From an optimization exercise on the open Yosys and OpenROAD flow, aimed at small area, a short achievable clock period and few clock cycles per item; shortcuts taken in it are not production practice.
At most, simulation tests tie the RTL to the original design; equivalence was not proved.
For run 2, only the layout was checked, not whether the RTL still works.
Power and IR drop assume default switching activity.

**design/flow/design.v**
```verilog
`default_nettype none
package fsc_pkg;
  localparam int HALF_W          = 16;
  localparam int KEY_BANK_W      = 64;
  localparam int ROUND_COUNT_DEF = 9;
  localparam int CFG_INDEX_W = 2;
  localparam int CFG_DATA_W  = KEY_BANK_W;
  localparam logic [63:0] SBOX = 64'h2174_8fe3_da09_b65c;
  localparam logic [63:0] PERM_DEST = 64'h5ae0_b61c_f287_39d4;
  function automatic logic [3:0] sbox4(input logic [3:0] x);
    logic [3:0] s;
    s[0] = x[3] ? (x[1] ? ~x[0] : ~(x[2]^x[0])) : (x[1] ? x[0] : (x[2]^x[0]));
    s[1] = x[3] ? (x[1] ? ~(x[2]^x[0]) : (~x[2]|x[0])) : (x[1] ? ~(x[2]&x[0]) : 1'b0);
    s[2] = x[3] ? (x[1] ? ~(x[2]|x[0]) : (x[2]|x[0])) : (x[1] ? ~(x[2]^x[0]) : ~x[2]);
    s[3] = x[3] ? (x[1] ? ~x[2] : (~x[2]&x[0])) : (x[1] ? (x[2]|x[0]) : ~x[0]);
    sbox4 = s;
  endfunction
  function automatic logic [HALF_W-1:0] round_fn(input logic [HALF_W-1:0] x);
    logic [HALF_W-1:0] w;
    logic [HALF_W-1:0] z;
    for (int i = 0; i < 4; i++) begin
      w[4*i +: 4] = sbox4(x[4*i +: 4]);
    end
    z = '0;
    for (int i = 0; i < HALF_W; i++) begin
      z[PERM_DEST[4*i +: 4]] = w[HALF_W-1-i];
    end
    round_fn = z;
  endfunction
endpackage
`default_nettype wire
`default_nettype none
module fsc_round_pipe (
  input  wire logic [fsc_pkg::HALF_W-1:0] l_in,
  input  wire logic [fsc_pkg::HALF_W-1:0] t_in,
  input  wire logic [fsc_pkg::HALF_W-1:0] key,
  input  wire logic [fsc_pkg::HALF_W-1:0] key_nxt,
  output logic      [fsc_pkg::HALF_W-1:0] l_out,
  output logic      [fsc_pkg::HALF_W-1:0] t_out
);
  assign l_out = t_in ^ key;
  assign t_out = (l_in ^ key_nxt) ^ fsc_pkg::round_fn(t_in);
endmodule
`default_nettype wire
`default_nettype none
`default_nettype wire
`default_nettype none
module fsc_accum (
  input  wire logic                        clk,
  input  wire logic                        rst_n,
  input  wire logic                        ld_c,
  input  wire logic                        ld_s,
  input  wire logic                        first,
  input  wire logic                        last,
  input  wire logic [fsc_pkg::HALF_W-1:0]  l8,
  input  wire logic [fsc_pkg::HALF_W-1:0]  t9,
  input  wire logic [fsc_pkg::HALF_W-1:0]  key,
  output logic [fsc_pkg::HALF_W-1:0]       out_cipher_left,
  output logic [fsc_pkg::HALF_W-1:0]       out_cipher_right,
  output logic [fsc_pkg::HALF_W-1:0]       out_xor_sum_left_out,
  output logic [fsc_pkg::HALF_W-1:0]       out_xor_sum_right_out,
  output logic [fsc_pkg::HALF_W-1:0]       out_sticky_left_out,
  output logic [fsc_pkg::HALF_W-1:0]       out_sticky_right_out
);
  logic [fsc_pkg::HALF_W-1:0] xs_l, xs_r, sk_l, sk_r, cl, cr;
  logic [fsc_pkg::HALF_W-1:0] r8, f, base_r, xs_l_nxt, xs_r_nxt;
  assign r8       = t9 ^ key;
  assign f        = fsc_pkg::round_fn(t9);
  assign base_r   = (first ? '0 : xs_r) ^ l8;
  assign xs_l_nxt = (first ? '0 : xs_l) ^ r8;
  assign xs_r_nxt = base_r ^ f;
  always_ff @(posedge clk) begin
    if (!rst_n) begin
      xs_l <= '0;
      xs_r <= '0;
      sk_l <= '0;
      sk_r <= '0;
    end else if (ld_s) begin
      xs_l <= xs_l_nxt;
      xs_r <= xs_r_nxt;
      sk_l <= sk_l | ({fsc_pkg::HALF_W{last}} & xs_l_nxt);
      sk_r <= sk_r | ({fsc_pkg::HALF_W{last}} & xs_r_nxt);
    end
  end
  always_ff @(posedge clk) begin
    if (ld_c) begin
      cl <= r8;
      cr <= l8 ^ f;
    end
  end
  assign out_cipher_left       = cl;
  assign out_cipher_right      = cr;
  assign out_xor_sum_left_out  = xs_l;
  assign out_xor_sum_right_out = xs_r;
  assign out_sticky_left_out   = sk_l;
  assign out_sticky_right_out  = sk_r;
endmodule
`default_nettype wire
`default_nettype none
module feistel_sbox_cipher_integral_sum #(
  parameter int ROUND_COUNT = fsc_pkg::ROUND_COUNT_DEF,
  parameter logic [8:0] CUTS = 9'b1_0101_0101
) (
  input  wire logic                              clk,
  input  wire logic                              rst_n,
  input  wire logic                              cfg_wr_en,
  input  wire logic [fsc_pkg::CFG_INDEX_W-1:0]   cfg_index,
  input  wire logic [fsc_pkg::CFG_DATA_W-1:0]    cfg_wdata,
  input  wire logic                              in_valid,
  output logic                                   in_stall,
  input  wire logic [fsc_pkg::HALF_W-1:0]        in_plain_left,
  input  wire logic [fsc_pkg::HALF_W-1:0]        in_plain_right,
  input  wire logic                              in_first_of_set,
  input  wire logic                              in_last_of_set,
  output logic                                   out_valid,
  input  wire logic                              out_stall,
  output logic [fsc_pkg::HALF_W-1:0]             out_cipher_left,
  output logic [fsc_pkg::HALF_W-1:0]             out_cipher_right,
  output logic [fsc_pkg::HALF_W-1:0]             out_xor_sum_left_out,
  output logic [fsc_pkg::HALF_W-1:0]             out_xor_sum_right_out,
  output logic [fsc_pkg::HALF_W-1:0]             out_sticky_left_out,
  output logic [fsc_pkg::HALF_W-1:0]             out_sticky_right_out
);
  localparam int W = fsc_pkg::HALF_W;
  logic [63:0] k14, k58;
  logic [W-1:0] k9;
  logic [W-1:0] subkey [1:9];
  logic [63:0] kd;
  assign kd = cfg_wdata & {64{rst_n}};
  always_ff @(posedge clk) begin
    if (!rst_n || (cfg_wr_en && cfg_index == 2'd0)) k14 <= kd;
    if (!rst_n || (cfg_wr_en && cfg_index == 2'd1)) k58 <= kd;
    if (!rst_n || (cfg_wr_en && cfg_index == 2'd2)) k9  <= kd[W-1:0];
  end
  for (genvar k = 1; k <= 4; k++) begin : g_k14
    assign subkey[k]   = k14[W*(k-1) +: W];
    assign subkey[k+4] = k58[W*(k-1) +: W];
  end
  assign subkey[9]  = k9;
  logic adv;
  logic out_valid_r;
  logic b_v8;
  assign adv = !(out_valid_r && out_stall);
  logic         skid_v;
  logic [W-1:0] skid_l, skid_r;
  logic         skid_f, skid_t;
  logic         stall_q;
  assign in_stall = stall_q;
  always_ff @(posedge clk) begin
    if (!rst_n) begin
      skid_v  <= 1'b0;
      stall_q <= 1'b0;
    end else begin
      skid_v  <= !adv && (skid_v || in_valid);
      stall_q <= !adv && (stall_q || in_valid);
    end
  end
  always_ff @(posedge clk) begin
    if (!skid_v) begin
      skid_l <= in_plain_left;
      skid_r <= in_plain_right;
      skid_f <= in_first_of_set;
      skid_t <= in_last_of_set;
    end
  end
  logic [W-1:0] a_l [0:8];
  logic [W-1:0] a_r [0:8];
  logic         a_f [0:8];
  logic         a_t [0:8];
  logic         a_v [0:8];
  logic [W-1:0] b_l [0:8];
  logic [W-1:0] b_r [0:8];
  logic         b_f [0:8];
  logic         b_t [0:8];
  logic         b_v [0:8];
  assign a_l[0] = skid_v ? skid_l : in_plain_left;
  assign a_r[0] = (skid_v ? skid_r : in_plain_right) ^ subkey[1];
  assign a_f[0] = skid_v ? skid_f : in_first_of_set;
  assign a_t[0] = skid_v ? skid_t : in_last_of_set;
  assign a_v[0] = skid_v || in_valid;
  for (genvar k = 0; k <= 8; k++) begin : g_stage
    if (CUTS[k]) begin : g_reg
      logic [W-1:0] l_q, r_q;
      logic         f_q, t_q, v_q;
      logic         ov_q, en;
      assign en = !(ov_q && out_stall);
      always_ff @(posedge clk) begin
        if (!rst_n) ov_q <= 1'b0;
        else if (en) ov_q <= b_v8;
      end
      always_ff @(posedge clk) begin
        if (en) begin
          l_q <= a_l[k];
          r_q <= a_r[k];
          f_q <= a_f[k];
          t_q <= a_t[k];
        end
      end
      always_ff @(posedge clk) begin
        if (!rst_n) v_q <= 1'b0;
        else if (en) v_q <= a_v[k];
      end
      assign b_l[k] = l_q;
      assign b_r[k] = r_q;
      assign b_f[k] = f_q;
      assign b_t[k] = t_q;
      assign b_v[k] = v_q;
    end else begin : g_wire
      assign b_l[k] = a_l[k];
      assign b_r[k] = a_r[k];
      assign b_f[k] = a_f[k];
      assign b_t[k] = a_t[k];
      assign b_v[k] = a_v[k];
    end
    if (k < 8) begin : g_round
      fsc_round_pipe u_round (
        .l_in    (b_l[k]),
        .t_in    (b_r[k]),
        .key     (subkey[k+1]),
        .key_nxt (subkey[k+2 > 9 ? 9 : k+2]),
        .l_out   (a_l[k+1]),
        .t_out   (a_r[k+1])
      );
      assign a_f[k+1] = b_f[k];
      assign a_t[k+1] = b_t[k];
      assign a_v[k+1] = b_v[k];
    end
  end
  assign b_v8 = b_v[8];
  logic ov_c, ov_s, en_c, en_s;
  assign en_c = !(ov_c && out_stall);
  assign en_s = !(ov_s && out_stall);
  always_ff @(posedge clk) begin
    if (!rst_n) begin
      out_valid_r <= 1'b0;
      ov_c        <= 1'b0;
      ov_s        <= 1'b0;
    end else begin
      if (adv)  out_valid_r <= b_v8;
      if (en_c) ov_c        <= b_v8;
      if (en_s) ov_s        <= b_v8;
    end
  end
  assign out_valid = out_valid_r;
  fsc_accum u_accum (
    .clk                   (clk),
    .rst_n                 (rst_n),
    .ld_c                  (en_c && b_v8),
    .ld_s                  (en_s && b_v8),
    .first                 (b_f[8]),
    .last                  (b_t[8]),
    .l8                    (b_l[8]),
    .t9                    (b_r[8]),
    .key                   (subkey[9]),
    .out_cipher_left       (out_cipher_left),
    .out_cipher_right      (out_cipher_right),
    .out_xor_sum_left_out  (out_xor_sum_left_out),
    .out_xor_sum_right_out (out_xor_sum_right_out),
    .out_sticky_left_out   (out_sticky_left_out),
    .out_sticky_right_out  (out_sticky_right_out)
  );
endmodule
`default_nettype wire
```
**design/flow/flow/run.sh**
```bash
#!/bin/bash
# Own layout flow: the standard layout (standard.sh), unchanged except that the
# port buffers buffer_ports inserts are sky130_fd_sc_hd__buf_2 cells. Each tool's
# output goes to a log file in this folder; ORFS's per-step logs stay under orfs/logs.
set -euo pipefail
bash standard.sh synth > make_synth.log 2>&1
bash standard.sh "BUFFER_PORTS_ARGS=-buffer_cell sky130_fd_sc_hd__buf_2" finish > make_layout.log 2>&1
```
**design/flow/standard.sh**
```bash
#!/bin/bash
# synth_recipe.tcl (not shown) runs the flow's synth.tcl, then flattens the netlist and writes it again
# the make line also repeats each setting of config.mk as NAME=value (left out here)
make -C /OpenROAD-flow-scripts/flow DESIGN_CONFIG=/design/flow/config.mk WORK_HOME=/design/flow/orfs CLKGATE_MAP_FILE= SYNTH_SCRIPT=/design/flow/synth_recipe.tcl "${@:-finish}"
```
**design/flow/config.mk**
```make
export PLATFORM = sky130hd
export DESIGN_NAME = feistel_sbox_cipher_integral_sum
export DESIGN_NICKNAME = feistel_sbox_cipher_integral_sum
export VERILOG_FILES = /design/flow/design.v
export SDC_FILE = /design/flow/constraint.sdc
export NUM_CORES = 4
export LEC_CHECK = 0
export ABC_AREA = 1
export CAP_MARGIN = 20
export CORE_MARGIN = 2
export CORE_UTILIZATION = 40
export CTS_BUF_LIST = sky130_fd_sc_hd__clkbuf_8
export CTS_CLUSTER_DIAMETER = 60
export CTS_CLUSTER_SIZE = 12
export PLACE_DENSITY = 0.8
export SETUP_SLACK_MARGIN = 2.55
export SLEW_MARGIN = 20
```
**design/flow/constraint.sdc**
```tcl
create_clock -name core_clock -period 5.0 [get_ports {clk}]
set_input_delay 1.0000 -clock core_clock [delete_from_list [all_inputs] [get_ports {clk}]]
set_output_delay 1.0000 -clock core_clock [all_outputs]
set_load 0.01 [all_outputs]
```
==> impl_results.md, run 1 <==
* Outcome: complete, no violations
* Core box area at 0.0672 sq mm
* Most frequent cells in the layout: nand2_1, edfxtp_1, inv_1
* Clock slew at reported path FFs at 90 ps
* Cell variety after synth at 44
* Maximum VDD drop at 0.282 mV
* Cells after Synth at 3083
* Num rows at 95
* CTS tree: yes
* # IOs at 203
* Die height at 265 um
* CP arrival at 2780 ps
* Worst slew pin tran at 1020 ps
* DRC at 0
* GPL Wtd Cong at 0.918
* Final ANT Viol Nets at 0
* Grt ovf at 0
* Sequential element share of the synthesized area at 46.6%
* Hold Fails Final Rpt at 0
* Area added between synthesis and finish at 12.2%
* Final non-filler cell area at 0.0305 sq mm
* Clock sinks at 459
* Die area at 0.0700 sq mm
* Clock Tree Root: clkbuf_8
* Setup TNS at 0 ps
* Router iterations before antenna repair at 12
* CTS max path bufs at 3
* Final min period at 2400 ps
* Slew margin rel. at 31.8%
* Clock Latency Late Sink at 630 ps
* Syn. warnings at 25
* Total track usage at 19.2%
* First-pass GRT wire length at 105000 um
* Max Clk Rate at 0.416 GHz
* Chip width at 265 um
* Post-DP HPWL at 54200 um
* Commonest non-fill, non-tap cell in the layout: nand2_1
* Post-route clock period utilization at 48.0%
* WL/cell at 16.5 um
* H-tree levels at 2
* Drt total wl at 70400 um
* Input/output buffers at 202
* Crit path capture type: flip-flop
* Fin nets at 3566
* Clock Skew at 29.5 ps
* Antenna violations before repair at 3
* Worst slack, placed at 1810 ps
* Setup violations, final at 0
* Initial cell density of the core at 40.5%
* Ratio of cells with drive above 1 in the final layout at 15.4%
* Unrepaired setup endpoints after global routing: true
* Vias in the first global route at 18700
* Initial DRC count at 2192
* Hold slack final at 429 ps
* Max-slew violation count at 0
* CTS buffer count at 45
* Dpl cells at 4114
* Detailed-route via count at 21300
* PD cells at 718 mW/mm^2
* Total of max-cap violations at 0
* CP max FO at 6
* Net Count, Synth at 3300
* HP Class: reg2reg
* P_leak at 14.4 nW
* CP Launch Type: flip-flop
* Post-DP Area at 0.0291 sq mm
* Post-route insts no fill at 4258
* DR vias/cell at 4.99
* Critical path class: reg2reg
* Syn Area/Cell at 8.81 sq um
* Mapped cell area at 0.0272 sq mm
* Largest net degree at the start of global routing at 65
* Yosys reg bits at 459
* Fin worst setup slack at 2600 ps
* Req. time, crit path at 5380 ps
[Yosys cell counts (all sizes together)]
library cell | n | area [sq um]
ha | 112 | 1400
dfxtp | 113 | 2260
nand4 | 3 | 18.8
o21a | 10 | 75.1
a21o | 2 | 15.0
xnor2 | 166 | 1540
a21oi | 74 | 370
nor2 | 126 | 493
inv | 337 | 1280
xor2 | 220 | 2070
xnor3 | 1 | 22.5
o21ai | 91 | 493
mux2 | 34 | 383
nand3 | 312 | 1600
o211ai | 14 | 105
o31ai | 2 | 15.0
clkinv | 3 | 11.3
a31oi | 2 | 12.5
nand3b | 31 | 233
nand2 | 1019 | 4010
or2 | 8 | 50.1
edfxtp | 346 | 10400
o21bai | 1 | 7.51
clkbuf | 20 | 76.3
nor3 | 2 | 10.0
buf | 34 | 224
[report_power, final]
part | switching, W | leakage [nW] | internal [W]
logic | 0.00829 | 9.40 | 0.00490
registers | 0.000949 | 4.45 | 0.00552
clock network | 0.00132 | 0.519 | 0.000914
[kinds of logic (layout without fill, tap and decap cells)]
kind of cell	count (synthesis)	after routing	share of synthesized area, %
compound gates	196	197	4.02
simple gates	1501	1501	23.6
mux	34	34	1.41
fa+ha+maj	112	112	5.16
buf+inv	394	693	5.86
other cells	0	2	0
flops	459	459	46.6
xor+xnor	387	387	13.4
[registers in the layout (all words and copies together) (netlist names), 64 cells and up]
name and cells:
g_stage.g_reg.l_q 80, g_stage.g_reg.r_q 80, k14 64, k58 64
[per-layer routing]
metal  share of wire (%)  vias up  track usage, %
met3                 8.0      111            2.58
met2                  46      843            31.7
met5                   0        -               0
met1                  42     9818            26.2
li1                    -    10500               -
met4                 3.2        0            6.23
[per-stage QoR]
step | utilization [%] | power (W)
global route | 45.4 | 0.0239
floorplan | - | 0.0164
CTS | 44.6 | 0.0214
finish | 45.4 | 0.0219
detailed placement | 43.3 | 0.0191
global placement | 43.3 | 0.0186
[critical path, cell delays in order (launching register included)]
cell	delay, ps
edfxtp_1	480
inv_1	130
ha_1	250
nand2_1	100
nand3_1	100
nand2_1	80
nand2_1	80
nand2_4	100
inv_2	50
ha_1	280
inv_1	50
nor2_1	40
o21ai_1	210
nand2_1	120
nand2_1	70
nand2_1	50
[timing repair]
| item | in CTS | in global routing |
|---|---|---|
| resized for setup | 1 | 35 |
| cloned | 1 | 0 |
| buffers inserted | 1 | 58 |
| pin swaps | 1 | 9 |
| endpoints found under the setup margin | 47 | 32 |
| hold buffers | 0 | 0 |
[worst paths after layout]
path,end,from,cells past startpoint,slack [ps]
max,g_stage[2].g_reg.r_q[11],g_stage[0].g_reg.r_q[6],15,2600
min,g_stage[2].g_reg.t_q,g_stage[0].g_reg.t_q,0,430
max reg2reg,g_stage[2].g_reg.r_q[11],g_stage[0].g_reg.r_q[6],15,2600
min reg2reg,g_stage[2].g_reg.t_q,g_stage[0].g_reg.t_q,0,430
[layout make-up]
class | instances | area, sq um
antenna | 2 | 5.00
clock buffer | 46 | 633
clock inverter | 35 | 171
fill | 6297 | 36700
inverter | 340 | 1310
multi-input combinational | 2231 | 13100
sequential | 459 | 12700
tap | 873 | 1090
timing repair buffer | 272 | 1560
Testbench counts, summed over its fixed seeds: cycles 9,648, items 9,600.
==> run 2: changes to the inputs <==
--- a/design/flow/design.v
+++ b/design/flow/design.v
@@ -83,7 +83,10 @@
     end
   end
   always_ff @(posedge clk) begin
-    if (ld_c) begin
+    if (!rst_n) begin
+      cl <= '0;
+      cr <= '0;
+    end else if (ld_c) begin
       cl <= r8;
       cr <= l8 ^ f;
     end
--- a/design/flow/config.mk
+++ b/design/flow/config.mk
@@ -13,5 +13,5 @@
 export CTS_CLUSTER_DIAMETER = 60
 export CTS_CLUSTER_SIZE = 12
 export PLACE_DENSITY = 0.8
-export SETUP_SLACK_MARGIN = 2.55
+export SETUP_SLACK_MARGIN = 2.6
 export SLEW_MARGIN = 20
==> run 2 against run 1 <==
Largest cell class unchanged. Power fell by 1.8%. Die area is 1.0% lower. Hold slack got worse by 4.6 ps. Routed wire length rose by 1.7%.
==> impl_results.md, run 2 <==
* Die height at 263 um (-0.50%)
* PD cells at 706 mW/mm^2 (-1.7%)
* Unrepaired setup endpoints after global routing: true
* Most frequent cells in the layout: nand2_1, inv_1, edfxtp_1
* Crit path to: g_stage[8].g_reg.r_q[15]
* Initial DRC count at 1957 (-11%)
* DR vias/cell at 5.03 (+0.78%)
* Main combinational cell family by area after synthesis: simple AND/OR/NAND/NOR gates
* CP top delay family: simple AND/OR/NAND/NOR gates
* Cell variety after synth at 39 (-11%)
* Critical path class: reg2reg
* Crit path launch: g_stage[6].g_reg.r_q[8]
* Post-DP HPWL at 54400 um (+0.29%)
* Final ANT Viol Nets at 0 (unchanged)
* Clock Skew at 22.8 ps (-6.72 ps)
* Slew margin rel. at 35.8% (+4.0 points)
* Dpl cells at 4160 (+1.1%)
* Largest net degree at the start of global routing at 65 (unchanged)
* CTS max path bufs at 3 (unchanged)
* R2R setup slack at 2660 ps (+70 ps)
* Post-synthesis xor/xnor area fraction at 13.4% (about the same)
* DRC at 0 (unchanged)
* Maximum VDD drop at 0.316 mV (+12%)
* CP max stage cell: edfxtp_1
* Syn Area/Cell at 8.56 sq um (-2.9%)
* Synth top area cells: edfxtp_1, nand2_1, dfxtp_1
* M1 GR Usage at 27.0% (+0.75 points)
* Met2 Use GR at 32.2% (+0.53 points)
* Layout Utilization at 45.5% (+0.10 points)
* RR Startpoint: g_stage[6].g_reg.r_q[8]
* Initial cell density of the core at 40.2% (-0.27 points)
* Post-route insts no fill at 4308 (+1.2%)
* CP Launch Type: flip-flop
* Hold slack final at 424 ps (-4.64 ps)
* Max-slew violation count at 0 (unchanged)
* # IOs at 203 (unchanged)
* Total track usage at 19.9% (+0.63 points)
* Total of max-cap violations at 0 (unchanged)
* Cells after Synth at 3142 (+1.9%)
* # fillers at 6227 (-1.1%)
* GR peak layer: met2
* Vias in the first global route at 19200 (+2.6%)
* Post-Synth Adder-Cell Area at 5.21% (+0.053 points)
* WP depth at 14 (-1)
* Fin nets at 3617 (+1.4%)
* Hold path depth at 0 (unchanged)
* Top post-synthesis cells by count: nand2_1, edfxtp_1, inv_1
* Crit-path cells: inv_2 > ha_4 > nand2_2 > nand2_1 > nand2_2 > nand2_1 > nand2_2 > nand2_4 > ha_1 > inv_1 > o21ai_1 > nand2_1 > nand3_1 > nand2_1
* HP Class: reg2reg
* Max Clk Rate at 0.428 GHz (+2.8%)
* Num rows at 95 (unchanged)
* Commonest non-fill, non-tap cell in the layout: nand2_1
* Die area at 0.0693 sq mm (-1.0%)
* Clock Latency Late Sink at 640 ps (about the same)
* Most frequent CP cell: nand2_1
* Req. time, crit path at 5360 ps (-20 ps)
* Cell taking the most area after synthesis: edfxtp_1
* Mapped cell area at 0.0269 sq mm (-1.0%)
* Input/output buffers at 202 (unchanged)
* Antenna violations before repair at 0 (-3)
* Worst slew pin tran at 963 ps (-60.3 ps)
* Yosys top cell area share at 35.1% (-3.2 points)
* Worst reg2reg endpoint: g_stage[8].g_reg.r_q[15]
* Clock Tree Root: clkbuf_8
* Router iterations before antenna repair at 6 (-6)
* Clock sinks at 459 (unchanged)
* Net Count, Synth at 3359 (+1.8%)
* Clock slew at reported path FFs at 90 ps (about the same)
* Chip width at 263 um (-0.50%)
* H-tree levels at 2 (unchanged)
* Grt ovf at 0 (unchanged)
* CTS buffer count at 45 (unchanged)
* Final min period at 2340 ps (-65.5 ps)
* Yosys reg bits at 459 (unchanged)
* Setup violations, final at 0 (unchanged)
* Outcome: complete, no violations
* CP arrival at 2700 ps (-80 ps)
* Hold Buf Count CTS at 0 (unchanged)
* First-pass GRT wire length at 107000 um (+2.2%)
* Detailed-route via count at 21700 (+2.0%)
* Hold Fails Final Rpt at 0 (unchanged)
* Core box area at 0.0669 sq mm (-0.35%)
* Count leader, synth: nand2_1
* Drt total wl at 71600 um (+1.7%)
* CP max FO at 6 (unchanged)
* GPL Wtd Cong at 0.901 (-1.9%)
* R2R cell count at 14 (-1)
* WP buf/inv at 2 (-1)
* Post-route clock period utilization at 46.7% (-1.3 points)
* Async SR Flop Fraction at 0% (unchanged)
* WL/cell at 16.6 um (+0.56%)
* Sequential element share of the synthesized area at 45.8% (-0.71 points)
* Ratio of cells with drive above 1 in the final layout at 16.2% (+0.77 points)
* Tot Pwr at 0.0215 W (-1.8%)
* Crit-path max cell delay at 520 ps (+40 ps)
* P_leak at 14.5 nW (+0.64%)
* EDFF count, synth at 314 (-9.2%)
* Synth Area in Compound Gates at 5.08% (+1.1 points)
* Crit path capture type: flip-flop
* Routing usage on met3 at 2.43% (-0.15 points)
* Synth Area in Simple Gates at 23.0% (-0.61 points)
* Syn. warnings at 25 (unchanged)
* Area added between synthesis and finish at 13.2%
* CTS tree: yes
* Top Registers: g_stage.g_reg.l_q: 80 flops, g_stage.g_reg.r_q: 80 flops
* Setup TNS at 0 ps (unchanged)
* Post-synthesis mux area share at 1.42% (+0.014 points)
* Ys flop type: edfxtp_1
run 2: changes by cell type after synthesis, sizes merged, moves of 14 or more:
cell    change
dfxtp      +32
edfxtp     -32
a21oi      +14
nand2      -45
o21ai      +44
nor2       +36
run 2: layer usage:
metal | part of all wire (%) | up-vias
met4 | 4.3 | 0
met1 | 43 | 10000
met3 | 7.8 | 131
met2 | 45 | 902
li1 | - | 10600
met5 | 0 | -
run 2: metrics by stage:
stage	setup WS, ps	area, sq um
final	2660	30400
after floorplan	2430	27000
after global routing	2530	30400
after detailed placement	1890	28800
after global placement	1790	28800
after CTS	2600	29800
run 2: cell type report:
type,instances,area (sq um),area share (%)
antenna,3,7.51,0.0247
clock buffer,46,633,2.08
clock inverter,33,140,0.460
inverter,347,1340,4.38
multi-input combinational,2273,13300,43.7
sequential,459,12300,40.5
tap,873,1090,3.59
timing repair buffer,273,1590,5.21
timing repair inverter,1,5.00,0.0164
run 2: worst reg2reg max path: stages, from the launching register on:
cell,delay (ps)
edfxtp_1,520
inv_2,160
ha_4,220
nand2_2,70
nand2_1,80
nand2_2,100
nand2_1,100
nand2_2,90
nand2_4,80
ha_1,280
inv_1,50
o21ai_1,120
nand2_1,60
nand3_1,90
nand2_1,80
run 2: logic make-up (layout without fill, tap and decap cells):
family                     after synthesis  in the layout
and+or+nand+nor                       1481           1481
muxes                                   34             34
buffers and inverters                  410            700
AOI/OAI and AO/OA                      252            252
adders and majority gates              112            112
xor gates and xnor gates               394            394
other                                    0              3
DFF                                    459            459
run 2: timing repair:
item / in CTS / in global routing
gates cloned: 1 / 0
endpoints found under the setup margin: 41 / 64
buffers inserted: 17 / 48
pin swaps: 1 / 20
endpoints found under the hold margin: 0 / 0
gates resized for setup: 16 / 87
run 2: report_power, final:
part / switching (W) / internal [W]
Clock: 0.00132 / 0.000862
Combinational: 0.00812 / 0.00487
Sequential: 0.000960 / 0.00538
Total: 0.0104 / 0.0111
run 2: worst min-delay path by stage:
stage / startpoint / to
global route: g_stage[0].g_reg.t_q / g_stage[2].g_reg.t_q
floorplan: g_stage[0].g_reg.f_q / g_stage[2].g_reg.f_q
finish: g_stage[2].g_reg.f_q / g_stage[4].g_reg.f_q
CTS: g_stage[0].g_reg.t_q / g_stage[2].g_reg.t_q
detailed placement: g_stage[0].g_reg.t_q / g_stage[2].g_reg.t_q
global placement: g_stage[6].g_reg.f_q / g_stage[8].g_reg.f_q
==> run 3: changes to the inputs <==
--- a/design/flow/design.v
+++ b/design/flow/design.v
@@ -83,10 +83,7 @@
     end
   end
   always_ff @(posedge clk) begin
-    if (!rst_n) begin
-      cl <= '0;
-      cr <= '0;
-    end else if (ld_c) begin
+    if (ld_c) begin
       cl <= r8;
       cr <= l8 ^ f;
     end
--- a/design/flow/config.mk
+++ b/design/flow/config.mk
@@ -6,7 +6,7 @@
 export NUM_CORES = 4
 export LEC_CHECK = 0
 export ABC_AREA = 1
-export CAP_MARGIN = 20
+export CAP_MARGIN = 5
 export CORE_MARGIN = 2
 export CORE_UTILIZATION = 40
 export CTS_BUF_LIST = sky130_fd_sc_hd__clkbuf_8
@@ -14,4 +14,4 @@
 export CTS_CLUSTER_SIZE = 12
 export PLACE_DENSITY = 0.8
 export SETUP_SLACK_MARGIN = 2.6
-export SLEW_MARGIN = 20
+export SLEW_MARGIN = 5
==> run 3 against run 2 <==
Routed wire length fell by 2.9%. Flip-flop and latch count did not move. Design area increased by 0.64%. Utilization up 0.13 points. Die area grew 1.0%. Final cell count decreased by 1.1%. Global-route usage shrank 0.78 points. Sequential share of layout area is 0.79 points higher. First-iteration DRC count up 12%. Register-to-register slack improved by 30 ps.
==> impl_results.md, run 3 <==
* Hold Fails Final Rpt at 0 (unchanged)
* Combinational power share at 59.9% (-0.5 points)
* CTS tree: yes
* Most frequent cells in the layout: nand2_1, edfxtp_1, inv_1
* First-pass GRT wire length at 104000 um (-3.0%)
* Final min period at 2300 ps (-31.6 ps)
* Commonest non-fill, non-tap cell in the layout: nand2_1
* Req. time, crit path at 5380 ps (+20 ps)
* Setup TNS at 0 ps (unchanged)
* Syn. warnings at 25 (unchanged)
* Critical path class: reg2reg
* H-tree levels at 2 (unchanged)
* Detailed-route via count at 21200 (-2.3%)
* Drt total wl at 69600 um (-2.9%)
* Count leader, synth: nand2_1
* Num rows at 95 (unchanged)
* CP Launch Type: flip-flop
* GPL Wtd Cong at 0.939 (+4.1%)
* Clock Latency Late Sink at 640 ps (about the same)
* Clock Tree Root: clkbuf_8
* Net Count, Synth at 3300 (-1.8%)
* Post-DP Area at 0.0291 sq mm (+0.91%)
* Top post-synthesis cells by count: nand2_1, edfxtp_1, inv_1
* Switching share of power at 48.0% (-0.32 points)
* Maximum VDD drop at 0.300 mV (-5.0%)
* CTS buffer count at 46 (+2.2%)
* Pint at 0.0115 W (+3.5%)
* CTS max path bufs at 3 (unchanged)
* WL/cell at 16.3 um (-1.8%)
* Die area at 0.0700 sq mm (+1.0%)
* Crit path capture type: flip-flop
* Initial DRC count at 2201 (+12%)
* Clock Skew at 41.6 ps (+18.8 ps)
* Total of max-cap violations at 0 (unchanged)
* Max-slew violation count at 0 (unchanged)
* DRC at 0 (unchanged)
* Area added between synthesis and finish at 12.8%
* Antenna violations before repair at 4 (+4)
* Largest net degree at the start of global routing at 67 (+3.1%)
* Mapped cell area at 0.0272 sq mm (+1.0%)
* Chip width at 265 um (+0.50%)
* Top Registers: g_stage.g_reg.l_q: 80 flops, g_stage.g_reg.r_q: 80 flops
* Yosys top cell area share at 38.2% (+3.2 points)
* Ys flop type: edfxtp_1
* Cell taking the most area after synthesis: edfxtp_1
* Synth top area cells: edfxtp_1, nand2_1, dfxtp_1
* Unrepaired setup endpoints after global routing: true
* Clock slew at reported path FFs at 80 ps (about the same)
* EDFF count, synth at 346 (+10%)
* Router iterations before antenna repair at 6 (unchanged)
* Input/output buffers at 202 (unchanged)
* HP Class: reg2reg
* Post-route clock period utilization at 46.1% (-0.63 points)
* Total track usage at 19.1% (-0.78 points)
* Switching power at 0.0106 W (+2.2%)
* Core box area at 0.0672 sq mm (+0.36%)
* Syn Area/Cell at 8.81 sq um (+3.0%)
* Sequential element share of the synthesized area at 46.6% (+0.71 points)
* Yosys reg bits at 459 (unchanged)
* Vias in the first global route at 18700 (-2.7%)
* Post-route insts no fill at 4261 (-1.1%)
* Cell variety after synth at 44 (+13%)
* CP max FO at 6 (unchanged)
* Ratio of cells with drive above 1 in the final layout at 16.2% (+0.067 points)
* Worst slew pin tran at 1150 ps (+191 ps)
* CP arrival at 2680 ps (-20 ps)
* Dpl cells at 4108 (-1.3%)
* Hold Buf Count CTS at 0 (unchanged)
* PD cells at 722 mW/mm^2 (+2.2%)
* Slew margin rel. at 22.9% (-13 points)
* Outcome: complete, no violations
* Final ANT Viol Nets at 0 (unchanged)
* # IOs at 203 (unchanged)
* Initial cell density of the core at 40.5% (+0.27 points)
* Cells after Synth at 3083 (-1.9%)
* Post-DP HPWL at 53400 um (-1.8%)
* Clock power frac at 10.8% (+0.7 points)
* Tot Pwr at 0.0221 W (+2.9%)
* Clock sinks at 459 (unchanged)
* Async SR Flop Fraction at 0% (unchanged)
* Max Clk Rate at 0.434 GHz (+1.4%)
* P_leak at 14.4 nW (-0.39%)
* Final non-filler cell area at 0.0306 sq mm (+0.64%)
* # fillers at 6237 (+0.16%)
* Die height at 265 um (+0.50%)
* Sequential Power Share at 29.3% (-0.2 points)
* DR vias/cell at 4.97 (-1.2%)
* Grt ovf at 0 (unchanged)
* Hold slack final at 427 ps (+2.88 ps)
* Setup violations, final at 0 (unchanged)
* Fin nets at 3569 (-1.3%)
==> run 3: changes by cell type after synthesis, sizes merged, moves of 14 or more <==
cell,before,now
edfxtp,314,346
dfxtp,145,113
o21ai,135,91
a21oi,88,74
nor2,162,126
nand2,974,1019
==> run 3: kinds of logic (layout without fill, tap and decap cells) <==
family | after synthesis | count (layout) | share of synthesized area [%]
xor+xnor | 387 | 387 | 13.4
compound gates | 196 | 196 | 4.02
flops | 459 | 459 | 46.6
buf+inv | 394 | 698 | 5.86
other cells | 0 | 1 | 0
mux | 34 | 34 | 1.41
fa+ha+maj | 112 | 112 | 5.16
simple gates | 1501 | 1501 | 23.6
==> run 3: worst max-delay path, stage by stage (launching register included) <==
cell      delay (ps)
edfxtp_1         500
inv_2             90
ha_4             280
nand2_2           80
o21ai_4          210
inv_2             50
nand3_1           70
nand2_2           90
ha_1             300
nand2_1           60
nand2_1           40
nand2_1           70
nand2_1           60
nand2_1           50
nand2_1           80
==> run 3: cell type report <==
type / count / area [sq um] / area share [%]
multi-input cells: 2230 / 13200 / 42.9
flip-flops and latches: 459 / 12700 / 41.3
repair buffers: 275 / 1560 / 5.10
inverters: 340 / 1310 / 4.27
well taps: 873 / 1090 / 3.56
clock buffers: 48 / 661 / 2.16
clock inverters: 35 / 208 / 0.678
diodes: 1 / 2.50 / 0.00817
==> run 3: timing repair <==
item                                    in CTS  in global routing
endpoints found under the setup margin       4                 54
buffers inserted                             5                 64
resized for setup                            0                 60
pin swaps                                    0                  9
==> run 3: per-stage QoR <==
step           worst slack (ps)  util (%)
3_3_place_gp               2250      43.3
4_1_cts                    2610      44.6
5_1_grt                    2530      45.6
3_5_place_dp               2210      43.3
2_1_floorplan              2430         -
6_report                   2700      45.6
==> run 3: path summary, 6_finish.rpt <==
check | start | endpoint | slack (ps) | depth (start not counted)
worst max-delay path | g_stage[0].g_reg.r_q[10] | g_stage[2].g_reg.r_q[5] | 2700 | 14
worst min-delay path | g_stage[2].g_reg.f_q | g_stage[4].g_reg.f_q | 430 | 0
worst max register to register | g_stage[0].g_reg.r_q[10] | g_stage[2].g_reg.r_q[5] | 2700 | 14
worst min register to register | g_stage[2].g_reg.f_q | g_stage[4].g_reg.f_q | 430 | 0
==> run 3: routing by layer <==
metal  part of all wire (%)  GRT usage (%)
met1                     43           26.5
met2                     46           30.8
met3                    7.7           2.55
met4                    3.3           6.28
met5                      0              0
==> run 3: power by group through the flow <==
stage	Clock (W)	Sequential [W]	Combinational (W)
6_report	0.00238	0.00649	0.0133
5_1_grt	0.00255	0.00657	0.0150
4_1_cts	0.00241	0.00652	0.0125
3_5_place_dp	0	0.00663	0.0124
3_3_place_gp	0	0.00661	0.0120
2_1_floorplan	0	0.00611	0.0103
Testbench counts of run 3, summed over its fixed seeds: cycles 9,648, items 9,600.
==> run 4: changes to the inputs <==
==> design/flow/flow/run.sh (replaced) <==
#!/bin/bash
# Own layout flow: the standard layout (standard.sh), unchanged except that the
# port buffers buffer_ports inserts are sky130_fd_sc_hd__buf_1 cells. Each tool's
# output goes to a log file in this folder; ORFS's per-step logs stay under orfs/logs.
set -euo pipefail
bash standard.sh synth > make_synth.log 2>&1
bash standard.sh "BUFFER_PORTS_ARGS=-buffer_cell sky130_fd_sc_hd__buf_1" finish > make_layout.log 2>&1
--- a/design/flow/config.mk
+++ b/design/flow/config.mk
@@ -6,7 +6,7 @@
 export NUM_CORES = 4
 export LEC_CHECK = 0
 export ABC_AREA = 1
-export CAP_MARGIN = 5
+export CAP_MARGIN = 20
 export CORE_MARGIN = 2
 export CORE_UTILIZATION = 40
 export CTS_BUF_LIST = sky130_fd_sc_hd__clkbuf_8
@@ -14,4 +14,4 @@
 export CTS_CLUSTER_SIZE = 12
 export PLACE_DENSITY = 0.8
 export SETUP_SLACK_MARGIN = 2.6
-export SLEW_MARGIN = 5
+export SLEW_MARGIN = 20
==> run 4 against run 3 <==
Still clean on timing, DRC and antenna. Routed wire length grew 1.2%. Die area did not move. First-iteration DRC count is 1.1% lower. Non-clock buffer count up 6. Setup slack got worse by 44 ps. Final cell count is 0.12% higher. Hold slack improved by 2.6 ps.
==> impl_results.md, run 4 <==
* PD cells at 729 mW/mm^2 (+0.90%)
* Core box area at 0.0672 sq mm (unchanged)
* Die area at 0.0700 sq mm (unchanged)
* Grt ovf at 0 (unchanged)
* HP Class: reg2reg
* Met3 wire len at 4910 um (-8.7%)
* Initial cell density of the core at 40.5% (unchanged)
* Router iterations before antenna repair at 6 (unchanged)
* Drt total wl at 70400 um (+1.2%)
* Req. time, crit path at 5390 ps (about the same)
* CTS tree: yes
* Syn. warnings at 25 (unchanged)
* Cell taking the most area after synthesis: edfxtp_1
* Post-DP HPWL at 54000 um (+1.2%)
* Net Count, Synth at 3300 (unchanged)
* Detailed-route via count at 21100 (-0.40%)
* Clock slew at reported path FFs at 90 ps (about the same)
* Critical path class: reg2reg
* Area added between synthesis and finish at 11.9%
* ANT cells at 0 (-1)
* Setup TNS at 0 ps (unchanged)
* Sequential element share of the synthesized area at 46.6% (unchanged)
* CTS max path bufs at 3 (unchanged)
* Mapped cell area at 0.0272 sq mm (unchanged)
* # IOs at 203 (unchanged)
* Unrepaired setup endpoints after global routing: true
* Clock sinks at 459 (unchanged)
* GPL Wtd Cong at 0.939 (about the same)
* Commonest non-fill, non-tap cell in the layout: nand2_1
* Synth top area cells: edfxtp_1, nand2_1, dfxtp_1
* R2R setup slack at 2650 ps (-40 ps)
* Maximum VDD drop at 0.310 mV (+3.4%)
* Hold slack final at 430 ps (+2.65 ps)
* Die height at 265 um (unchanged)
* Pint at 0.0115 W (-0.12%)
* Chip width at 265 um (unchanged)
* Uppermost layer routed: met4
* Tot Pwr at 0.0222 W (+0.16%)
* Post-Synth Adder-Cell Area at 5.16% (unchanged)
* Max-slew violation count at 0 (unchanged)
* Yosys top cell area share at 38.2% (unchanged)
* Post-synthesis mux area share at 1.41% (unchanged)
* Crit path capture type: flip-flop
* Synth Area in Simple Gates at 23.6% (unchanged)
* Total of max-cap violations at 0 (unchanged)
* CP arrival at 2740 ps (+60 ps)
* Final ANT Viol Nets at 0 (unchanged)
* Input/output buffers at 202 (unchanged)
* Final non-filler cell area at 0.0304 sq mm (-0.73%)
* Most frequent cells in the layout: nand2_1, edfxtp_1, inv_1
* EDFF count, synth at 346 (unchanged)
* CP max FO at 5 (-1)
* Sequential Power Share at 29.2% (about the same)
* Num rows at 95 (unchanged)
* Post-route clock period utilization at 47.0% (+0.89 points)
* Async SR Flop Fraction at 0% (unchanged)
* Initial DRC count at 2176 (-1.1%)
* Switching power at 0.0107 W (+0.47%)
* Routed metal-1 wire length at 30900 um (+3.3%)
* First-pass GRT wire length at 106000 um (+2.1%)
* Switching share of power at 48.2% (+0.15 points)
* Count leader, synth: nand2_1
* P_leak at 13.8 nW (-4.3%)
* Clock Skew at 51.5 ps (+9.81 ps)
* Vias in the first global route at 19100 (+2.4%)
* Cells after Synth at 3083 (unchanged)
* DRC at 0 (unchanged)
* Met2 wire length at 32100 um (+0.33%)
* Largest net degree at the start of global routing at 65 (-3.0%)
* Top post-synthesis cells by count: nand2_1, edfxtp_1, inv_1
* Post-synthesis xor/xnor area fraction at 13.4% (unchanged)
* Clock Latency Late Sink at 670 ps (+30 ps)
* Setup violations, final at 0 (unchanged)
* Fin nets at 3574 (+0.14%)
* Hold Fails Final Rpt at 0 (unchanged)
* Slew margin rel. at 29.5% (+6.6 points)
* CTS buffer count at 45 (-2.2%)
* Yosys reg bits at 459 (unchanged)
* Ys flop type: edfxtp_1
* Post-DP Area at 0.0288 sq mm (-0.81%)
* WL/cell at 16.5 um (+1.1%)
* Antenna violations before repair at 0 (-4)
* Clock Tree Root: clkbuf_8
* Max Clk Rate at 0.426 GHz (-1.9%)
* Outcome: complete, no violations
* H-tree levels at 2 (unchanged)
* CP Launch Type: flip-flop
* Cell variety after synth at 44 (unchanged)
* Worst slew pin tran at 1060 ps (-96.6 ps)
* Ratio of cells with drive above 1 in the final layout at 10.3% (-5.9 points)
* Main combinational cell family by area after synthesis: simple AND/OR/NAND/NOR gates
* Final min period at 2350 ps (+44.4 ps)
* DR vias/cell at 4.95 (-0.51%)
* Syn Area/Cell at 8.81 sq um (unchanged)
* Total track usage at 19.5% (+0.45 points)
* Combinational power share at 60.4% (+0.5 points)
* Synth Area in Compound Gates at 4.02% (unchanged)
* Clock power frac at 10.4% (-0.4 points)
* Top Registers: g_stage.g_reg.l_q: 80 flops, g_stage.g_reg.r_q: 80 flops
run 4: cell type report:
type,instances,area [sq um]
Fill cell,6361,36700
Inverter,340,1300
Sequential cell,459,12700
Multi-Input combinational cell,2230,13200
Timing Repair Buffer,281,1380
Clock inverter,34,165
Tap cell,873,1090
Clock buffer,49,674
run 4: critical path, cell delays in order (launching register included):
cell and delay (ps):
edfxtp_1 410, inv_1 140, ha_1 260, nand2_1 90
nand3_1 120, nand2_1 100, nand2_1 90, nand2_4 110
inv_1 80, ha_1 290, inv_1 50, nor2_1 50
o21ai_2 140, nand2_1 70, nand2_1 50, nand2_1 60
run 4: cells by family (layout without fill, tap and decap cells):
group                    Yosys count  in the layout
AND/OR/NAND/NOR                 1501           1501
AO/OA/AOI/OAI                    196            196
buffers and inverters            394            704
adder cells (fa/ha/maj)          112            112
multiplexers                      34             34
XOR/XNOR                         387            387
flip-flops                       459            459
run 4: repair_timing:
item,CTS,global route
hold buffers,0,0
endpoints found under the setup margin,7,77
gates resized for setup,1,56
buffers inserted,9,63
pin swaps,0,13
run 4: per-stage QoR:
stage	std cells	utilization, %	setup slack (ps)
2_1_floorplan	3083	-	2430
3_3_place_gp	4110	42.9	2040
3_5_place_dp	4110	42.9	1950
4_1_cts	4202	44.3	2610
5_1_grt	4266	45.3	2440
6_report	4266	45.3	2650
run 4: worst paths after layout:
check                                  end  cells past startpoint                    start
setup reg to reg  g_stage[8].g_reg.r_q[11]                     15  g_stage[6].g_reg.r_q[4]
hold / removal        g_stage[4].g_reg.f_q                      0     g_stage[2].g_reg.f_q
setup / recovery  g_stage[8].g_reg.r_q[11]                     15  g_stage[6].g_reg.r_q[4]
hold reg to reg       g_stage[4].g_reg.f_q                      0     g_stage[2].g_reg.f_q
run 4: power groups by stage:
stage                     registers (W)  clock network [W]  logic (W)
after global routing            0.00656            0.00248     0.0152
after global placement          0.00660                  0     0.0122
after floorplan                 0.00611                  0     0.0103
final                           0.00648            0.00230     0.0134
after detailed placement        0.00663                  0     0.0125
after CTS                       0.00651            0.00234     0.0126
run 4: per-layer routing:
metal	vias up	global-route usage [%]
li1	10500	-
met4	0	6.77
met3	97	2.67
met2	760	31.9
met5	-	0
met1	9741	26.6
==> run 5: changes to the inputs <==
--- a/design/flow/config.mk
+++ b/design/flow/config.mk
@@ -9,9 +9,9 @@
 export CAP_MARGIN = 20
 export CORE_MARGIN = 2
 export CORE_UTILIZATION = 40
-export CTS_BUF_LIST = sky130_fd_sc_hd__clkbuf_8
-export CTS_CLUSTER_DIAMETER = 60
-export CTS_CLUSTER_SIZE = 12
-export PLACE_DENSITY = 0.8
+export CTS_BUF_LIST = sky130_fd_sc_hd__clkbuf_4
+export CTS_CLUSTER_DIAMETER = 40
+export CTS_CLUSTER_SIZE = 8
+export PLACE_DENSITY = 0.85
 export SETUP_SLACK_MARGIN = 2.6
 export SLEW_MARGIN = 20
==> run 5 against run 4 <==
Non-clock buffer count up 11. First-iteration DRC count down 4.7%. Combinational power about the same. Sequential power about the same. Flip-flop and latch count unchanged. Hold slack worse by 64 ps. Synthesized cell count unchanged. Area after synthesis unchanged. Critical path depth down 14. Still clean. Largest power group unchanged.
==> impl_results.md, run 5 <==
* Final ANT Viol Nets at 0 (unchanged)
* Sequential element share of the synthesized area at 46.6% (unchanged)
* Initial cell density of the core at 40.5% (unchanged)
* Critical path class: reg2out
* Clock slew at reported path FFs at 90 ps (about the same)
* Clock Skew at 78.9 ps (+27.4 ps)
* WL/cell at 16.9 um (+2.2%)
* Ratio of cells with drive above 1 in the final layout at 16.4% (+6.1 points)
* Die height at 265 um (unchanged)
* CP max stage cell: edfxtp_1
* CTS max path bufs at 3 (unchanged)
* PD cells at 727 mW/mm^2 (-0.17%)
* CTS tree: yes
* Top Registers: g_stage.g_reg.l_q: 80 flops, g_stage.g_reg.r_q: 80 flops
* Antenna violations before repair at 3 (+3)
* Syn. warnings at 25 (unchanged)
* Chip width at 265 um (unchanged)
* Setup TNS at 0 ps (unchanged)
* Top post-synthesis cells by count: nand2_1, edfxtp_1, inv_1
* Initial DRC count at 2074 (-4.7%)
* Req. time, crit path at 4000 ps (-1390 ps)
* Vias in the first global route at 19500 (+2.0%)
* Input/output buffers at 202 (unchanged)
* EDFF count, synth at 346 (unchanged)
* GPL Wtd Cong at 0.965 (+2.7%)
* Maximum VDD drop at 0.333 mV (+7.3%)
* Total of max-cap violations at 0 (unchanged)
* P_leak at 14.3 nW (+3.8%)
* Fin nets at 3617 (+1.2%)
* Crit-path max cell delay at 430 ps (+20 ps)
* Num rows at 95 (unchanged)
* Yosys top cell area share at 38.2% (unchanged)
* Cells after Synth at 3083 (unchanged)
* CP max FO at 1 (-4)
* Drt total wl at 73000 um (+3.7%)
* Worst slew pin tran at 1000 ps (-53.6 ps)
* # fillers at 6150 (-3.3%)
* CP top delay family: flip-flops
* Crit-path cells: clkbuf_2
* DR vias/cell at 5.06 (+2.4%)
* Count leader, synth: nand2_1
* HP Class: in2reg
* Crit path capture type: primary output
* Area of the multi-input gates at 0.0131 sq mm (about the same)
* Syn Area/Cell at 8.81 sq um (unchanged)
* Most frequent cells in the layout: nand2_1, edfxtp_1, nand3_1
* Final non-filler cell area at 0.0310 sq mm (+2.0%)
* Clock Latency Late Sink at 900 ps (+230 ps)
* Post-route clock period utilization at 48.3% (+1.3 points)
* Unrepaired setup endpoints after global routing: true
* Detailed-route via count at 21900 (+3.9%)
* Commonest non-fill, non-tap cell in the layout: nand2_1
* CP arrival at 1410 ps (-1330 ps)
* Largest net degree at the start of global routing at 65 (unchanged)
* Register area at 0.0127 sq mm (+0.62%)
* Outcome: complete, no violations
* Cell variety after synth at 44 (unchanged)
* Grt ovf at 0 (unchanged)
* Clock Tree Root: clkbuf_4
* Router iterations before antenna repair at 5 (-1)
* Mapped cell area at 0.0272 sq mm (unchanged)
* Cell taking the most area after synthesis: edfxtp_1
* Clock sinks at 459 (unchanged)
* Setup violations, final at 0 (unchanged)
* Slew margin rel. at 32.8% (+3.3 points)
* Hold Fails Final Rpt at 0 (unchanged)
* Area added between synthesis and finish at 14.2%
* Async SR Flop Fraction at 0% (unchanged)
* Max Clk Rate at 0.414 GHz (-2.6%)
* Core box area at 0.0672 sq mm (unchanged)
* WP buf/inv at 1 (-2)
* Total track usage at 19.9% (+0.35 points)
* # IOs at 203 (unchanged)
* Yosys reg bits at 459 (unchanged)
* Ys flop type: edfxtp_1
* First-pass GRT wire length at 107000 um (+1.3%)
* DRC at 0 (unchanged)
* H-tree levels at 3 (+1)
* Die area at 0.0700 sq mm (unchanged)
* CP Launch Type: flip-flop
* Net Count, Synth at 3300 (unchanged)
* Post-DP Area at 0.0288 sq mm (about the same)
* CTS buffer count at 77 (+71%)
* Synth top area cells: edfxtp_1, nand2_1, dfxtp_1
* Final min period at 2410 ps (+63.6 ps)
* Post-DP HPWL at 54600 um (+1.1%)
* Max-slew violation count at 0 (unchanged)
run 5: cell counts after synthesis:
Identical to the previous run, type by type.
run 5: final timing paths:
check                           cells past startpoint  slack (ps)                       to               startpoint
worst max-delay path                                1        2590     out_cipher_right[14]           u_accum.cr[14]
worst min-delay path                                2         370                   skid_f          in_first_of_set
worst max register to register                     12        2670  g_stage[2].g_reg.r_q[6]  g_stage[0].g_reg.r_q[6]
worst min register to register                      0         430     g_stage[6].g_reg.f_q     g_stage[4].g_reg.f_q
run 5: layer usage:
layer | vias up | wire [um] | global-route usage (%)
met5 | - | 0 | 0
met4 | 0 | 2670 | 7.26
met3 | 147 | 5820 | 3.40
met2 | 918 | 34000 | 32.8
met1 | 10200 | 30500 | 26.3
li1 | 10600 | - | -
run 5: area by class of cell:
| type | instances | area share, % |
|---|---|---|
| clock inverters | 22 | 0.899 |
| multi-input cells | 2230 | 42.4 |
| inverters | 340 | 4.21 |
| repair buffers | 292 | 5.33 |
| diodes | 7 | 0.0564 |
| flip-flops and latches | 459 | 41.0 |
| clock buffers | 107 | 2.59 |
| well taps | 873 | 3.52 |
run 5: what timing repair did:
| action | 4_1_cts | 5_1_grt |
|---|---|---|
| setup buffers | 10 | 72 |
| pin swaps | 0 | 11 |
| hold endpoints to repair | 0 | 0 |
| setup endpoints to repair | 100 | 149 |
| resized for setup | 89 | 126 |
| hold buffers | 0 | 0 |
run 5: logic make-up after synthesis:
family / synth area share, %
adders and majority gates: 5.16
muxes: 1.41
buffers and inverters: 5.86
and+or+nand+nor: 23.6
xor gates and xnor gates: 13.4
AOI/OAI and AO/OA: 4.02
DFF: 46.6
run 5: where the power goes:
group          leakage, nW  internal (W)  total, W  switching (W)
registers             4.48       0.00552   0.00650       0.000987
logic                 9.20       0.00493    0.0133        0.00837
clock network        0.628       0.00131   0.00276        0.00145
run 5: per-stage QoR:
| stage | util [%] | setup WS, ps | power, W | hold slack [ps] | cells |
|---|---|---|---|---|---|
| 2_1_floorplan | - | 2430 | 0.0164 | 400 | 3083 |
| 3_5_place_dp | 42.9 | 1440 | 0.0191 | 405 | 4111 |
| 5_1_grt | 46.2 | 2480 | 0.0245 | 294 | 4329 |
| 3_3_place_gp | 42.9 | 1520 | 0.0186 | 404 | 4111 |
| 6_report | 46.2 | 2590 | 0.0226 | 366 | 4330 |
| 4_1_cts | 44.9 | 2500 | 0.0219 | 312 | 4250 |
==> run 6: changes to the inputs <==
==> design/flow/flow/run.sh (replaced) <==
#!/bin/bash
# Own layout flow: the standard layout (standard.sh), unchanged except that the
# port buffers buffer_ports inserts are sky130_fd_sc_hd__buf_2 cells and that the
# power recovery step after global routing (RECOVER_POWER) downsizes gates on
# paths with slack to spare. Each tool's output goes to a log file in this folder;
# ORFS's per-step logs stay under orfs/logs.
set -euo pipefail
bash standard.sh synth > make_synth.log 2>&1
bash standard.sh "BUFFER_PORTS_ARGS=-buffer_cell sky130_fd_sc_hd__buf_2" RECOVER_POWER=100 finish > make_layout.log 2>&1
--- a/design/flow/config.mk
+++ b/design/flow/config.mk
@@ -9,9 +9,8 @@
 export CAP_MARGIN = 20
 export CORE_MARGIN = 2
 export CORE_UTILIZATION = 40
-export CTS_BUF_LIST = sky130_fd_sc_hd__clkbuf_4
-export CTS_CLUSTER_DIAMETER = 40
-export CTS_CLUSTER_SIZE = 8
-export PLACE_DENSITY = 0.85
+export CTS_BUF_LIST = sky130_fd_sc_hd__clkbuf_8
+export CTS_CLUSTER_DIAMETER = 60
+export CTS_CLUSTER_SIZE = 12
 export SETUP_SLACK_MARGIN = 2.6
 export SLEW_MARGIN = 20
==> run 6 against run 5 <==
The layout now fails its checks (max-capacitance violations, max-slew violations). Non-clock buffer count fell by 9. Area after synthesis is the same. Synthesized cell count unchanged. Global-route usage is 0.090 points lower. Combinational power fell by 3%. Clock skew is 42 ps lower. Design area down 1.9%. Final cell count down 1.2%. Setup slack got worse by 970 ps. Power fell by 2.0%. Flip-flop and latch count is the same. Highest routed layer unchanged.
==> impl_results.md, run 6 <==
* Clock sinks at 459 (unchanged)
* Clock Tree Root: clkbuf_8
* P_leak at 14.1 nW (-1.7%)
* DR vias/cell at 4.78 (-5.6%)
* Setup TNS at 0 ps (unchanged)
* Vias in the first global route at 18200 (-6.6%)
* Ratio of cells with drive above 1 in the final layout at 10.7% (-5.7 points)
* Worst slack, placed at 1830 ps (+390 ps)
* Hold Fails Final Rpt at 0 (unchanged)
* DRC at 0 (unchanged)
* Req. time, crit path at 5520 ps (+1520 ps)
* Top post-synthesis cells by count: nand2_1, edfxtp_1, inv_1
* Routed metal-1 wire length at 33200 um (+8.5%)
* Async SR Flop Fraction at 0% (unchanged)
* Switching share of power at 47.4% (-0.44 points)
* Num rows at 95 (unchanged)
* CP max stage cell: clkbuf_1
* Clock power frac at 12.5% (+0.3 points)
* Tot Pwr at 0.0221 W (-2.0%)
* Total of max-cap violations at 9 (+9)
* Yosys top cell area share at 38.2% (unchanged)
* Input/output buffers at 202 (unchanged)
* Router iterations before antenna repair at 6 (+1)
* HP Class: reg2reg
* Final ANT Viol Nets at 0 (unchanged)
* Largest net degree at the start of global routing at 65 (unchanged)
* Chip width at 265 um (unchanged)
* Maximum VDD drop at 0.252 mV (-24%)
* Final min period at 3390 ps (+974 ps)
* Total track usage at 19.8% (-0.090 points)
* Max Clk Rate at 0.295 GHz (-29%)
* Fin nets at 3583 (-0.94%)
* Initial cell density of the core at 40.5% (unchanged)
* EDFF count, synth at 346 (unchanged)
* Sequential Power Share at 29.3% (+0.5 points)
* ANT cells at 0 (-7)
* Clock Latency Late Sink at 670 ps (-230 ps)
* Crit path capture type: flip-flop
* Top Registers: g_stage.g_reg.l_q: 80 flops, g_stage.g_reg.r_q: 80 flops
* WL/cell at 16.6 um (-1.4%)
* Synth top area cells: edfxtp_1, nand2_1, dfxtp_1
* CTS buffer count at 51 (-34%)
* Post-route clock period utilization at 67.7% (+19 points)
* Area added between synthesis and finish at 12.0%
* Unrepaired setup endpoints after global routing: true
* Fail Reasons: max-capacitance violations, max-slew violations
* Sequential element share of the synthesized area at 46.6% (unchanged)
* Met2 wire length at 32800 um (-3.4%)
* Mapped cell area at 0.0272 sq mm (unchanged)
* Grt ovf at 0 (unchanged)
* Crit-path max cell delay at 1900 ps (+1470 ps)
* Pint at 0.0116 W (-1.2%)
* Crit-path cells: buf_4 > clkbuf_1 > nand2_1 > inv_1
* Ys flop type: edfxtp_1
* Combinational power share at 58.2% (-0.7 points)
* Fin worst setup slack at 1610 ps (-974 ps)
* Detailed-route via count at 20500 (-6.7%)
* Slew margin rel. at -78.0% (-110 points)
* CTS tree: yes
* Uppermost layer routed: met4
* Switching power at 0.0105 W (-2.9%)
* Die area at 0.0700 sq mm (unchanged)
* Critical path class: in2reg
* CP max FO at 50 (+49)
* Worst slew pin tran at 2670 ps (+1670 ps)
* Die height at 265 um (unchanged)
* Post-DP HPWL at 54200 um (-0.77%)
* Most frequent cells in the layout: nand2_1, edfxtp_1, inv_1
* Hold Buf Count CTS at 0 (unchanged)
* Drt total wl at 71100 um (-2.6%)
* CP Launch Type: input port
* Syn Area/Cell at 8.81 sq um (unchanged)
* Clock slew at reported path FFs at 80 ps (about the same)
* GPL Wtd Cong at 0.923 (-4.3%)
* Commonest non-fill, non-tap cell in the layout: nand2_1
* Count leader, synth: nand2_1
* Core box area at 0.0672 sq mm (unchanged)
* Outcome: complete, but fails checks
* Initial DRC count at 1506 (-27%)
* H-tree levels at 2 (-1)
* Clock Skew at 36.4 ps (-42.5 ps)
* Setup violations, final at 0 (unchanged)
* Met3 wire len at 3010 um (-48%)
* Cell taking the most area after synthesis: edfxtp_1
* Cells after Synth at 3083 (unchanged)
* CTS max path bufs at 3 (unchanged)
* Cell variety after synth at 44 (unchanged)
* PD cells at 727 mW/mm^2 (about the same)
* First-pass GRT wire length at 106000 um (-1.2%)
* # IOs at 203 (unchanged)
* CP arrival at 3900 ps (+2490 ps)
* Max-slew violation count at 284 (+284)
* Net Count, Synth at 3300 (unchanged)
* Yosys reg bits at 459 (unchanged)
* Syn. warnings at 25 (unchanged)
* Antenna violations before repair at 1 (-2)
[run 6: changes by cell type in the layout (fill, tap and decap cells not counted), moves of 40 or more]
cell	change
buf_2	+69
buf_1	-118
dfxtp_1	+56
clkbuf_8	+54
nand2_1	+40
clkbuf_1	+110
clkbuf_4	-106
dfxtp_2	-52
[run 6: layout make-up]
cell class	instances	area (sq um)
Clock buffer	54	743
Clock inverter	39	345
Fill cell	6618	36700
Inverter	340	1310
Multi-Input combinational cell	2231	12800
Sequential cell	459	12700
Tap cell	873	1090
Timing Repair Buffer	283	1460
[run 6: power groups by stage]
stage	logic (W)	clock network, W	registers [W]
6_report	0.0129	0.00276	0.00649
5_1_grt	0.0147	0.00299	0.00658
4_1_cts	0.0127	0.00285	0.00653
3_5_place_dp	0.0126	0	0.00666
3_3_place_gp	0.0124	0	0.00665
2_1_floorplan	0.0103	0	0.00611
[run 6: cells by family (layout without fill, tap and decap cells)]
group | Yosys count | count (layout) | share of synthesized area, %
multiplexers | 34 | 34 | 1.41
adder cells (fa/ha/maj) | 112 | 112 | 5.16
XOR/XNOR | 387 | 387 | 13.4
buffers and inverters | 394 | 716 | 5.86
flip-flops | 459 | 459 | 46.6
AND/OR/NAND/NOR | 1501 | 1501 | 23.6
AO/OA/AOI/OAI | 196 | 197 | 4.02
[run 6: worst paths after layout]
path / from / endpoint / slack [ps] / cells after the start
setup reg to reg: g_stage[0].g_reg.r_q[11] / g_stage[2].g_reg.r_q[11] / 2190 / 9
hold reg to reg: g_stage[2].g_reg.t_q / g_stage[4].g_reg.t_q / 420 / 0
hold / removal: g_stage[2].g_reg.t_q / g_stage[4].g_reg.t_q / 420 / 0
setup / recovery: rst_n / k58[24] / 1610 / 4
[run 6: critical path: cells and delay by family]
kind	cells	cell delay [ps]
AND/OR/NAND/NOR	1	300
buffers and inverters	3	2510
[run 6: metal layers]
metal	vias to the layer above	global-route usage, %
met1	9390	27.1
li1	10500	-
met4	0	6.07
met3	84	2.24
met2	473	32.9
met5	-	0
[run 6: repair_timing]
item / in CTS / in global routing
endpoints found under the hold margin: 0 / 0
setup endpoints to repair: 63 / 47
pin swaps: 1 / 9
buffers inserted: 12 / 62
gates cloned: 1 / 0
resized for setup: 3 / 66
[run 6: per-stage QoR]
stage | std cells | area, sq um | utilization (%) | hold WS, ps
6_report | 4279 | 30400 | 45.3 | 422
5_1_grt | 4279 | 30400 | 45.3 | 428
4_1_cts | 4217 | 30300 | 45.1 | 419
3_5_place_dp | 4111 | 29100 | 43.3 | 407
3_3_place_gp | 4111 | 29100 | 43.3 | 403
2_1_floorplan | 3083 | 27200 | - | 400

[static timing again, ports no longer ideal]
No port has a modelled driver above. Below, the same layouts with a new extraction and two added sets of constraints.
Step 1 (the two cells are an assumption about what drives the block):
set clk [get_ports {clk}]
set_driving_cell -lib_cell sky130_fd_sc_hd__clkbuf_16 $clk
set_driving_cell -lib_cell sky130_fd_sc_hd__buf_2 [delete_from_list [all_inputs] $clk]
Step 2 times the ports against the registers' clock, not the clock port: input delays grow and output delays shrink by t, the midpoint of the rising clock arrivals with the driver on.
Three values: ideal ports, drivers, drivers and shift; two values: the first two.
| run | t, ns | setup slack, ns | worst hold slack (ns) | worst register clock-pin slew, ns | worst slew at a driven data input, ns |
|---|---|---|---|---|---|
| run 1 | 0.677 | 2.598 / 2.598 / 2.065 | 0.429 / 0.429 / 0.429 | 0.10 / 0.10 | 0.11 |
| run 2 | 0.678 | 2.664 / 2.664 / 2.154 | 0.424 / 0.424 / 0.424 | 0.09 / 0.09 | 0.05 |
| run 3 | 0.679 | 2.695 / 2.695 / 2.246 | 0.427 / 0.427 / 0.427 | 0.09 / 0.09 | 0.08 |
| run 4 | 0.700 | 2.651 / 2.651 / 2.063 | 0.430 / 0.430 / 0.430 | 0.09 / 0.09 | 0.08 |
| run 5 | 0.918 | 2.587 / 2.529 / 1.803 | 0.366 / 0.348 / 0.426 | 0.11 / 0.11 | 0.10 |
| run 6 | 0.705 | 1.613 / 1.647 / 0.943 | 0.422 / 0.422 / 0.422 | 0.09 / 0.09 | 0.06 |
The setup slack of run 5, which loses most, moves by -0.058 ns with the drivers and by -0.784 ns with both steps.
